This design comes from an exercise in tuning for small area and a short achievable clock period on the open sky130 flow, not from production work. In this exercise RTL edits were held to simulation tests only and were not proved equivalent to the original. Power and IR drop assume default switching activity.

## diffeq_fu_core
module diffeq_fu_core
#(
    parameter int unsigned WIDTH = diffeq_pkg::DEFAULT_WIDTH
) (
    input  logic                    clk,
    input  logic                    reset,
    input  logic                    en,
    input  logic signed [WIDTH-1:0] v1,
    input  logic signed [WIDTH-1:0] v2,
    input  logic signed [WIDTH-1:0] v3,
    input  logic signed [WIDTH-1:0] v4,
    input  logic signed [WIDTH-1:0] v5,
    input  logic signed [WIDTH-1:0] v6,
    input  logic                    mode,
    output logic signed [WIDTH-1:0] w1,
    output logic signed [WIDTH-1:0] w2,
    output logic signed [WIDTH-1:0] w3,
    output logic signed [WIDTH-1:0] r1,
    output logic signed [WIDTH-1:0] r2,
    output logic signed [WIDTH-1:0] r3,
    output logic                    ovf1,
    output logic                    ovf2,
    output logic                    ovf3,
    output logic                    valid
);
    logic m1_ovf, m2_ovf, a1_ovf;
    logic signed [WIDTH-1:0] r1_d, r1_q;
    logic signed [WIDTH-1:0] r2_d, r2_q;
    logic signed [WIDTH-1:0] r3_d, r3_q;
    logic                    ovf1_d, ovf1_q;
  ...
Settings: LEC_CHECK=0, CAP_MARGIN=0, CORE_MARGIN=2, CORE_UTILIZATION=40, PLACE_DENSITY=0.7, SETUP_SLACK_MARGIN=1.4, SLEW_MARGIN=0, SYNTH_HIERARCHICAL=1, SYNTH_MINIMUM_KEEP_SIZE=0; clock period 10.0 ns.
standard.sh (not shown) runs the stock make flow with config.mk's settings and CLKGATE_MAP_FILE= SYNTH_SCRIPT=/design/flow/synth_recipe.tcl, a recipe that flattens the netlist after the stock synthesis.
==> flow/flow/run.sh <==
#!/bin/bash
# The standard layout (standard.sh) with two changes:
#  - the port buffers are the smallest buffer cell, sky130_fd_sc_hd__buf_1;
#  - before floorplanning, flow/downsize.tcl gives each combinational cell its smallest
#    drive strength, so that timing repair upsizes only the cells that need it.
export BUFFER_PORTS_ARGS="-buffer_cell sky130_fd_sc_hd__buf_1"
export PRE_FLOORPLAN_TCL="$PWD/flow/downsize.tcl"
bash standard.sh > standard_run.log 2>&1
==> flow/flow/downsize.tcl <==
# Before floorplanning: give every combinational cell the smallest drive strength of its
# function; the timing repair later upsizes only the cells that need it.
set n 0
foreach inst [get_cells *] {
  set m [get_property $inst ref_name]
  if { ![regexp {^(sky130_fd_sc_hd__[a-z0-9]+)_([0-9]+)$} $m -> base sz] } { continue }
  if { [regexp {df|dl|sdf|edf|conb|fa$|ha$|tap|fill|decap|clkbuf|buf$|bufbuf|dly|clkinv} $base] } { continue }
  set best $m
  set best_area [get_property [get_lib_cells */$m] area]
  foreach alt [get_lib_cells */${base}_*] {
    set an [get_name $alt]
    if { ![regexp "^${base}_\[0-9\]+\$" $an] } { continue }
    if { [get_property $alt dont_use] } { continue }
    set a [get_property $alt area]
    if { $a < $best_area } { set best $an; set best_area $a }
  }
  if { $best ne $m } {
    replace_cell $inst $best
    incr n
  }
}
puts "downsize.tcl: resized $n instances to their smallest drive"
The baseline went through all stages and came out clean.
Rerun with:
PLACE_DENSITY = not set   (was 0.7)
SETUP_SLACK_MARGIN = 1.8   (was 1.4)
Utilization is higher by 3.4 points.
Sequential power is about the same.
Combinational power is higher by 13%.
First-iteration DRC count is lower by 13%.
Count of clock-buffer cells in the layout is higher by 2.
Global-route usage is higher by 0.48 points.
Total power is higher by 11%.
Die area is unchanged.
Final cell count is higher by 3.2%.
Design area is higher by 7.2%.
Routed wire length is higher by 6.8%.
Rerun with:
SETUP_SLACK_MARGIN = 1.3   (was 1.8)
- worst setup slack degrades by 0.38 ns
- global-route usage goes down by 0.31 points
- cell area goes down by 7.7%
- synthesized cell count is unchanged
Rerun with:
GPL_ROUTABILITY_DRIVEN = 0   (was not set)
SETUP_SLACK_MARGIN = 1.4   (was 1.3)
After rerunning: The changed run completed without violations. Count of clock-buffer cells in the layout stays the same. Sequential share of layout area stays flat. Routed wire length goes up by about 0.45%. Cell area goes up by 0.35%. Synthesized cell count stays the same. Final cell count barely changes.
Rerun with:
GPL_ROUTABILITY_DRIVEN = not set   (was 0)
TNS_END_PERCENT = 0   (was not set)
Setup slack degrades by 0.094 ns; die area is unchanged; routed wire length decreases by 0.31%; power is about the same; utilization barely changes.
Rerun with:
TNS_END_PERCENT = 20   (was 0)
What happened:
- utilization stays the same
- global-route usage does not change
- worst hold slack stays the same
- final area stays the same
- via count is unchanged
- wire length stays the same
- worst setup slack does not change
- clock skew stays the same
- total power stays the same

-- separate check: timing with driven ports --
How much do the figures lean on ideal ports? The routed layouts below were timed once more, with nothing changed but the port constraints. Step 1 sets driving cells, clkbuf_16 on the clock port and buf_2 on the other inputs (assumed; they add their load-dependent delay and slew). Step 2 moves the port delays by t, midway between the first and last clock arrival at a register: inputs arrive t later, outputs are due t later. That takes back most of the time a late clock gives input paths. Three values: ideal ports, drivers, drivers and shift; two values: the first two.
run | t (ns) | setup slack, ns | worst hold slack (ns) | worst slew at a driven data input, ns
the first run | 0.355 | 1.618 / 1.596 / 1.596 | 0.485 / 0.485 / 0.485 | 0.05
the second run | 0.324 | 1.890 / 1.862 / 1.862 | 0.483 / 0.483 / 0.483 | 0.08
the third run | 0.329 | 1.510 / 1.485 / 1.485 | 0.483 / 0.483 / 0.483 | 0.08
the fourth run | 0.329 | 1.641 / 1.584 / 1.584 | 0.483 / 0.483 / 0.483 | 0.08
the fifth run | 0.329 | 1.547 / 1.523 / 1.523 | 0.483 / 0.483 / 0.483 | 0.08
the sixth run | 0.329 | 1.547 / 1.523 / 1.523 | 0.483 / 0.483 / 0.483 | 0.08
After both steps setup and hold are still met in every run listed. For the fourth run, which loses most, drivers alone change the setup slack by -0.057 ns; drivers and shift together by -0.057 ns.
